This design comes from an exercise in tuning for small area and a short achievable clock period on the open sky130 flow, not from production work. At most, simulation tests tie the RTL to the original design; equivalence was not proved. Power figures rest on the tool's default switching activity, not on a simulated workload.

// bombGameTop
module bombGameTop (
	input logic DIV_CLK,
	input logic reset,
	input logic gameTick,
	input logic [9:0] stick0X,
	input logic [9:0] stick0Y,
	input logic bomb0,
	input logic [9:0] stick1X,
	input logic [9:0] stick1Y,
	input logic bomb1,
	input logic [9:0] pixelX,
	input logic [9:0] pixelY,
	input logic pixelActive,
	output logic vgaR,
	output logic vgaG,
	output logic vgaB
);
Size in the first run: roughly 1500 cells after synthesis, roughly 93 flip-flops, roughly 69 I/O pins, ~0.011 mm2 of cells after synthesis.
clock: 14.0 ns
lec_check: 0
cap_margin: 20
core_margin: 2
core_utilization: 40
slew_margin: 20
standard.sh (not shown) runs the stock make flow with config.mk's settings and CLKGATE_MAP_FILE= SYNTH_SCRIPT=/design/flow/synth_recipe.tcl, a recipe that flattens the netlist after the stock synthesis.
==> flow/flow/run.sh <==
#!/bin/bash
# Own layout flow. Synthesis is the standard synthesis script, run with
# an area-recovering ABC script (flow/abc.script in place of ORFS's
# abc_speed.script, in a private copy of ORFS's scripts folder), adders left
# to ABC (no Kogge-Stone map, no full-adder cells). Registers are mapped
# before ABC runs, so they are the standard synthesis's. Floorplan, power
# grid, tap cells, placement, CTS and routing are the standard flow,
# with the extra make variables in flow/vars.txt (one per line).
set -euo pipefail
WORK=$PWD
rm -rf "$WORK/synth_scripts"
cp -r "$FLOW_HOME/scripts" "$WORK/synth_scripts"
cp flow/abc.script "$WORK/synth_scripts/abc_speed.script"
bash standard.sh SCRIPTS_DIR="$WORK/synth_scripts" SYNTH_OPERATIONS_ARGS=-booth ADDER_MAP_FILE= synth > synth_flow.log 2>&1
VARS=()
if [[ -f flow/vars.txt ]]; then
	while read -r line; do
		[[ -n "$line" ]] && VARS+=("$line")
	done < flow/vars.txt
fi
bash standard.sh "${VARS[@]}" finish > layout_flow.log 2>&1
==> flow/flow/abc.script <==
strash
&get -n
&fraig -x
&put
scorr
dc2
strash
&get -n
&dch -f
&nf -R 1000
&put
buffer -c
topo
stime -c
upsize -c
dnsize -c
==> flow/flow/vars.txt <==
SETUP_SLACK_MARGIN=9
BUFFER_PORTS_ARGS=-buffer_cell sky130_fd_sc_hd__buf_2
CELL_PAD_IN_SITES_GLOBAL_PLACEMENT=0
CELL_PAD_IN_SITES_DETAIL_PLACEMENT=0
The baseline finished clean.
Then changed:
==> flow/flow/abc.script (replaced) <==
strash
dch -f
map -a
==> flow/flow/vars.txt (replaced) <==
SETUP_SLACK_MARGIN=9
BUFFER_PORTS_ARGS=-buffer_cell sky130_fd_sc_hd__buf_2
=> The new run ran to the end with no violations. Final area climbs by about 9%. Final cell count climbs by about 24%. Routed wire length rose by about 20%. Total power climbs by 6.2%. Setup slack degrades by 0.19 ns. Critical path depth went up by 7. Combinational power rises by about 20%.
Then changed:
==> flow/flow/abc.script (replaced) <==
strash
&get -n
&fraig -x
&put
scorr
dc2
strash
&get -n
&dch -f
&nf -R 1000
&put
==> flow/flow/vars.txt (replaced) <==
SETUP_SLACK_MARGIN=9
BUFFER_PORTS_ARGS=-buffer_cell sky130_fd_sc_hd__buf_2
CORE_UTILIZATION=60
PLACE_DENSITY=0.7
Cell area shrinks by 9.0%; sequential cell count is unchanged; clock power shrinks by about 3%; via count shrinks by 12%; power shrinks by 5.0%; final cell count shrinks by 24%; global-route usage grows by 6.8 points; maximum frequency grows by 2.1%; first-iteration DRC count shrinks by 7.5%.
Then changed:
==> flow/flow/abc.script (replaced) <==
strash
&get -n
&fraig -x
&put
scorr
dc2
strash
&get -n
&dch -f
&nf -R 1000
&put
buffer -c
topo
stime -c
upsize -c
dnsize -c
==> flow/flow/vars.txt (replaced) <==
SETUP_SLACK_MARGIN=9
BUFFER_PORTS_ARGS=-buffer_cell sky130_fd_sc_hd__buf_2
What happened:
- The changed run ran to the end with no violations
- worst setup slack improves by 0.084 ns
- flip-flop and latch count does not change
- cell area rose slightly

========
bombGameTop again, from the RTL that the note above started with.
export LEC_CHECK = 0
export CAP_MARGIN = 20
export CORE_MARGIN = 2
export CORE_UTILIZATION = 40
export SLEW_MARGIN = 20
create_clock -name core_clock -period 14.0 [get_ports {DIV_CLK}]
==> flow/flow/abc.script <==
strash
&get -n
&fraig -x
&put
scorr
dc2
strash
&get -n
&dch -f
&nf -R 1000
&put
==> flow/flow/vars.txt <==
SETUP_SLACK_MARGIN=9
BUFFER_PORTS_ARGS=-buffer_cell sky130_fd_sc_hd__buf_2
CAP_MARGIN=0
SLEW_MARGIN=0
Scripts as last shown in full above: flow/flow/run.sh
Edit:
==> flow/flow/vars.txt (replaced) <==
SETUP_SLACK_MARGIN=9
BUFFER_PORTS_ARGS=-buffer_cell sky130_fd_sc_hd__buf_2
CTS_BUF_LIST=sky130_fd_sc_hd__clkbuf_8
Effect:
- The changed run completed without violations
- setup slack is worse by 0.029 ns
- final area goes down by about 1.5%
- cell count hardly moves
- die area stays the same
- clock power goes down by 26%
- clock skew goes up by 0.0046 ns
- sequential share of layout area goes up by 0.31 points
- wire length barely changes
- area after synthesis does not change
- utilization goes down by 0.68 points
Edit:
==> flow/flow/vars.txt (replaced) <==
SETUP_SLACK_MARGIN=9.25
BUFFER_PORTS_ARGS=-buffer_cell sky130_fd_sc_hd__buf_2
The new run finished with timing, DRC and antenna clean.
Design area came out higher by 6.4%.
Sequential power hardly moves.
Worst hold slack is worse by 0.020 ns.
Synthesized area is unchanged.
Maximum frequency came out higher by 2.0%.
Sequential share of layout area is lower by 1.3 points.
Power grows by 12%.
Edit:
==> flow/flow/abc.script (replaced) <==
strash
&get -n
&fraig -x
&put
scorr
dc2
strash
&get -n
&dch -f
&nf -R 1000
&put
buffer -c
topo
stime -c
upsize -c
dnsize -c
After rerunning: Via count falls by 0.30%. Final area is higher by 0.84%. Hold slack gains 0.0075 ns. Cell count stays flat. Non-clock buffer count goes down by 6.
Edit:
==> flow/flow/abc.script (replaced) <==
strash
&get -n
&fraig -x
&put
scorr
dc2
strash
&get -n
&dch -f
&nf -R 1000
&put
==> flow/flow/vars.txt (replaced) <==
SETUP_SLACK_MARGIN=9.5
BUFFER_PORTS_ARGS=-buffer_cell sky130_fd_sc_hd__buf_2
- worst setup slack is better by 0.055 ns
- routed wire length is higher by about 4%
- global-route usage is higher by 2.6 points
- utilization is higher by 4.0 points
- synthesized cell count is lower by 6.5%
- maximum frequency is higher by 1.2%
- count of clock-buffer cells in the layout is lower by 1
- combinational power is higher by about 4%
- cell area is higher by 2.2%
- clock skew is about the same
- register-to-register slack is worse by 0.18 ns

========
Starting RTL as in the previous note.
export LEC_CHECK = 0
export CAP_MARGIN = 20
export CORE_MARGIN = 2
export CORE_UTILIZATION = 40
export SLEW_MARGIN = 20
create_clock -name core_clock -period 14.0 [get_ports {DIV_CLK}]
==> flow/flow/abc.script <==
strash
&get -n
&fraig -x
&put
scorr
dc2
strash
&get -n
&dch -f
&nf -R 1000
&put
==> flow/flow/vars.txt <==
SETUP_SLACK_MARGIN=8.5
BUFFER_PORTS_ARGS=-buffer_cell sky130_fd_sc_hd__buf_2
Scripts as last shown in full above: flow/flow/run.sh
The first run passed the timing, DRC and antenna checks.
Next try:
==> flow/flow/vars.txt (replaced) <==
SETUP_SLACK_MARGIN=9
BUFFER_PORTS_ARGS=-buffer_cell sky130_fd_sc_hd__buf_2
Effect: The new run finished with timing, DRC and antenna clean; total power grows by a few percent; final area grows by a few percent; maximum frequency grows by a few percent; global-route usage grows by 1.1 points.

========
Another version of the RTL of bombGameTop (not shown whole).
Size in the first run: about 1800 cells after synthesis, roughly 69 I/O pins, ~13000 um^2 of cells after synthesis.
export LEC_CHECK = 0
export CAP_MARGIN = 20
export CORE_MARGIN = 2
export CORE_UTILIZATION = 40
export SLEW_MARGIN = 20
create_clock -name core_clock -period 14.0 [get_ports {DIV_CLK}]
==> flow/flow/run.sh <==
#!/bin/bash
# Own layout flow: the standard ORFS flow (standard synthesis, floorplan,
# power grid and tap cells unchanged), with repair_timing aiming for a setup
# slack well above zero so that it speeds up the paths from the input ports.
set -euo pipefail
MARGIN=$(cat flow/margin.txt 2>/dev/null || echo 8)
bash standard.sh SETUP_SLACK_MARGIN=$MARGIN finish > standard_flow.log 2>&1
==> flow/flow/margin.txt <==
8
Then changed:
==> flow/flow/run.sh (replaced) <==
#!/bin/bash
# Own layout flow. Synthesis is the standard synthesis script, run with
# an area-recovering ABC script (flow/abc.script in place of ORFS's
# abc_speed.script, in a private copy of ORFS's scripts folder), adders left
# to ABC (no Kogge-Stone map, no full-adder cells). Registers are mapped
# before ABC runs, so they are the standard synthesis's. Floorplan, power
# grid, tap cells, placement, CTS and routing are the standard flow,
# with the extra make variables in flow/vars.txt (one per line).
set -euo pipefail
WORK=$PWD
rm -rf "$WORK/synth_scripts"
cp -r "$FLOW_HOME/scripts" "$WORK/synth_scripts"
cp flow/abc.script "$WORK/synth_scripts/abc_speed.script"
bash standard.sh SCRIPTS_DIR="$WORK/synth_scripts" SYNTH_OPERATIONS_ARGS=-booth ADDER_MAP_FILE= synth > synth_flow.log 2>&1
VARS=()
if [[ -f flow/vars.txt ]]; then
	while read -r line; do
		[[ -n "$line" ]] && VARS+=("$line")
	done < flow/vars.txt
fi
bash standard.sh "${VARS[@]}" finish > layout_flow.log 2>&1
==> flow/flow/abc.script (new file) <==
strash
&get -n
&fraig -x
&put
scorr
dc2
strash
&get -n
&dch -f
&nf -R 1000
&put
==> flow/flow/vars.txt (new file) <==
SETUP_SLACK_MARGIN=8
removed: flow/flow/margin.txt
=>
- maximum frequency rises by 2.1%
- via count goes down by 14%
- die area is lower by 21%
- routed wire length fell by 18%
- worst hold slack loses 0.024 ns
- utilization rose by 2.6 points
- total power rises by 2.0%
Then changed:
==> flow/flow/run.sh (replaced) <==
#!/bin/bash
# Own layout flow: the standard ORFS flow (standard synthesis, floorplan,
# power grid and tap cells unchanged), with repair_timing aiming for a setup
# slack well above zero so that it speeds up the paths from the input ports.
# flow/vars.txt holds the extra make variables, one per line.
set -euo pipefail
VARS=()
if [[ -f flow/vars.txt ]]; then
	while read -r line; do
		[[ -n "$line" ]] && VARS+=("$line")
	done < flow/vars.txt
fi
bash standard.sh "${VARS[@]}" finish > standard_flow.log 2>&1
==> flow/flow/vars.txt (replaced) <==
SETUP_SLACK_MARGIN=10
MATCH_CELL_FOOTPRINT=0
removed: flow/flow/abc.script
Global-route usage is higher by 0.56 points.
Via count is higher by 22%.
Routed wire length is higher by 31%.
Clock-buffer cell count is higher by 1.
Synthesized area is higher by 27%.
Core utilization is higher by 3.9 points.
Design area is higher by 39%.
Final cell count is higher by 22%.
First-iteration DRC count is lower by 6.5%.
Flip-flop and latch count is unchanged.
Hold slack gains 0.0096 ns.

========
== run Z ==
Another version of the RTL of bombGameTop (not shown whole).
Size: ~1400 cells after synthesis, about 93 flip-flops, ~69 I/O pins.
export LEC_CHECK = 0
export CAP_MARGIN = 20
export CORE_MARGIN = 2
export CORE_UTILIZATION = 40
export SLEW_MARGIN = 20
create_clock -name core_clock -period 14.0 [get_ports {DIV_CLK}]
==> flow/flow/run.sh <==
#!/bin/bash
# Own layout flow. Synthesis is the standard synthesis script, run with
# an area-recovering ABC script (flow/abc.script in place of ORFS's
# abc_speed.script, in a private copy of ORFS's scripts folder), adders left
# to ABC (no Kogge-Stone map, no full-adder cells). Registers are mapped
# before ABC runs, so they are the standard synthesis's. Floorplan, power
# grid, tap cells, placement, CTS and routing are the standard flow,
# with the extra make variables in flow/vars.txt (one per line).
set -euo pipefail
WORK=$PWD
rm -rf "$WORK/synth_scripts"
cp -r "$FLOW_HOME/scripts" "$WORK/synth_scripts"
cp flow/abc.script "$WORK/synth_scripts/abc_speed.script"
bash standard.sh SCRIPTS_DIR="$WORK/synth_scripts" SYNTH_OPERATIONS_ARGS=-booth ADDER_MAP_FILE= synth > synth_flow.log 2>&1
VARS=()
if [[ -f flow/vars.txt ]]; then
	while read -r line; do
		[[ -n "$line" ]] && VARS+=("$line")
	done < flow/vars.txt
fi
bash standard.sh "${VARS[@]}" finish > layout_flow.log 2>&1
==> flow/flow/abc.script <==
strash
&get -n
&fraig -x
&put
scorr
dc2
strash
&get -n
&dch -f
&nf -R 1000
&put
==> flow/flow/vars.txt <==
SETUP_SLACK_MARGIN=9
BUFFER_PORTS_ARGS=-buffer_cell sky130_fd_sc_hd__buf_2
Run Z: flow completed, timing, DRC and antenna clean
Input changes introduced in run D (baseline for comparison: run Z):
==> flow/flow/abc.script <==
strash
&get -n
&fraig -x
&put
scorr
dc2
strash
&get -n
&dch -f
&nf -R 1000
&put
buffer -c
topo
stime -c
upsize -c
dnsize -c
--- outcome ---
Looking only at time the final worst path needs with I/O delays and setup, and setting everything else aside, the higher value of run D and run Z goes to run Z. On run D: hold slack is 10 ps lower than what run Z gave. The higher share of total power in the clock network came out of run D. Across both runs, width of the chip was higher for run D than for run Z. | power consumption | run Z vs run D | ≈ equal |. Across run D and run Z, none had a timing, DRC or antenna violation. Delta (run D minus run Z): logic depth of the worst path, buffers included rose by 1, violation count after the first detailed-routing iteration saw an increase.
No functional check of the RTL was part of any run of this note.

========
Setup of P:
RTL: one of the versions met above, not the one the previous note started from.
Size: about 1,500 cells after synthesis, ~93 flip-flops, roughly 69 I/O pins, ~10,000 sq um of cells after synthesis.
export LEC_CHECK = 0
export CAP_MARGIN = 20
export CORE_MARGIN = 2
export CORE_UTILIZATION = 40
export SLEW_MARGIN = 20
create_clock -name core_clock -period 14.0 [get_ports {DIV_CLK}]
==> flow/flow/abc.script <==
strash
&get -n
&fraig -x
&put
scorr
dc2
strash
&get -n
&dch -f
&nf -R 1000
&put
==> flow/flow/vars.txt <==
SETUP_SLACK_MARGIN=9.5
BUFFER_PORTS_ARGS=-buffer_cell sky130_fd_sc_hd__buf_2
Scripts as last shown in full above: flow/flow/run.sh
#### Input delta (Q over P)
removed: flow/flow/vars.txt
[summary]
Looking at hold slack, Q sits 7.3 ps higher than P does.
Looking at Q and P, the fraction of power consumed by the clock network is a wash.
The aggregate routed wire length number comes out higher for P vs Q.
Q gives less utilization than P did.
Looking only at proportion of power drawn by combinational gates, and setting everything else aside, the lower value of Q and P goes to Q.
The higher combinational power came out of P.
Edits applied to the flow inputs when going from Q to R:
==> flow/flow/vars.txt (new file) <==
SETUP_SLACK_MARGIN=8
BUFFER_PORTS_ARGS=-buffer_cell sky130_fd_sc_hd__buf_2
### Flow results
R completed; timing, DRC and antenna clean. Q -> R: number of standard-cell rows in the floorplan flat. Setup clock skew after layout delta (Q -> R): insignificant. Diff Q -> R | portion of total power attributed to combinational logic | decrease of 1.0 points. Internal power on R is behind Q. As far as power consumed by sequential cells is concerned, R and Q perform about the same. Power share of the clock group | R above Q.
Setup changes, R to S
==> flow/flow/vars.txt <==
SETUP_SLACK_MARGIN=10.5
BUFFER_PORTS_ARGS=-buffer_cell sky130_fd_sc_hd__buf_2
## What came out
S went all the way through the flow, and no timing, DRC or antenna check failed.
The routability congestion estimate of S exceeds that of R by about 3.4%.
Relative to R, the total number of vias measured on S has increased by a little under 10%.
Measured against each other, S and R differ in fraction of power consumed by sequential logic, the lower figure coming from S.
Between S and R, combinational share of power is higher for S, R comes in under that.
The more densely filled core belongs to S, not R.
The global-route wire length before repair of S is higher than that of R.
S: overall global routing resource usage 1.8 points above R
Diff R -> S: instance count after placement with tap cells included comparable; post-detailed-routing wire length now larger.
Total chip power: S worse than R

## static timing again, ports no longer ideal
No port has a modelled driver above. Below, the same layouts with a new extraction and two added sets of constraints.
Step 1 (the two cells are an assumption about what drives the block):
set clk [get_ports {DIV_CLK}]
set_driving_cell -lib_cell sky130_fd_sc_hd__clkbuf_16 $clk
set_driving_cell -lib_cell sky130_fd_sc_hd__buf_2 [delete_from_list [all_inputs] $clk]
Step 2 adds t to the input delays and takes it off the output delays; t is the mean of the earliest and latest rising clock arrival at the registers after step 1. Input paths then give back, and output paths get back, about the clock's delay inside the block.
Three values: ideal ports, drivers, drivers and shift; two values: the first two.
run | t, ns | setup WS [ns] | clock arrival spread, ns | slew at the worst register clock pin (ns) | worst slew at a driven data input, ns
the first run of note 1 | 0.397 | 9.112 / 9.104 / 8.707 | 0.012 / 0.012 | 0.07 / 0.07 | 0.10
the second run of note 1 | 0.401 | 8.925 / 8.913 / 8.512 | 0.011 / 0.011 | 0.08 / 0.08 | 0.06
the third run of note 1 | 0.404 | 9.029 / 9.030 / 8.626 | 0.011 / 0.012 | 0.07 / 0.07 | 0.06
the fourth run of note 1 | 0.397 | 9.112 / 9.104 / 8.707 | 0.012 / 0.012 | 0.07 / 0.07 | 0.10
the first run of note 2 | 0.410 | 9.052 / 9.061 / 8.651 | 0.016 / 0.016 | 0.08 / 0.08 | 0.06
the second run of note 2 | 0.432 | 9.023 / 9.040 / 8.608 | 0.020 / 0.020 | 0.11 / 0.11 | 0.06
the third run of note 2 | 0.404 | 9.123 / 9.123 / 8.718 | 0.013 / 0.013 | 0.08 / 0.08 | 0.12
the fourth run of note 2 | 0.403 | 9.143 / 9.135 / 8.731 | 0.009 / 0.009 | 0.07 / 0.07 | 0.10
the fifth run of note 2 | 0.406 | 9.198 / 9.145 / 8.739 | 0.008 / 0.008 | 0.08 / 0.08 | 0.15
the first run of note 3 | 0.398 | 8.723 / 8.750 / 8.352 | 0.013 / 0.013 | 0.07 / 0.07 | 0.04
the second run of note 3 | 0.410 | 9.052 / 9.061 / 8.651 | 0.016 / 0.016 | 0.08 / 0.08 | 0.06
the first run of note 4 | 0.412 | 8.157 / 8.162 / 7.750 | 0.011 / 0.011 | 0.08 / 0.08 | 0.05
the second run of note 4 | 0.402 | 8.279 / 8.304 / 7.901 | 0.012 / 0.013 | 0.08 / 0.08 | 0.07
the third run of note 4 | 0.404 | 8.902 / 8.899 / 8.494 | 0.013 / 0.013 | 0.08 / 0.08 | 0.06
run Z | 0.399 | 8.777 / 8.771 / 8.373 | 0.011 / 0.011 | 0.08 / 0.08 | 0.06
run D | 0.404 | 8.822 / 8.826 / 8.422 | 0.009 / 0.009 | 0.07 / 0.07 | 0.07
P | 0.405 | 9.026 / 9.024 / 8.618 | 0.013 / 0.013 | 0.08 / 0.08 | 0.06
Q | 0.403 | 7.739 / 7.763 / 7.360 | 0.013 / 0.012 | 0.08 / 0.08 | 0.07
R | 0.401 | 8.411 / 8.431 / 8.030 | 0.012 / 0.011 | 0.08 / 0.08 | 0.05
S | 0.405 | 9.198 / 9.184 / 8.779 | 0.012 / 0.013 | 0.08 / 0.08 | 0.09
After both steps setup and hold are still met in every run listed. For the fifth run of note 2, which loses most, drivers alone change the setup slack by -0.053 ns; drivers and shift together by -0.459 ns.
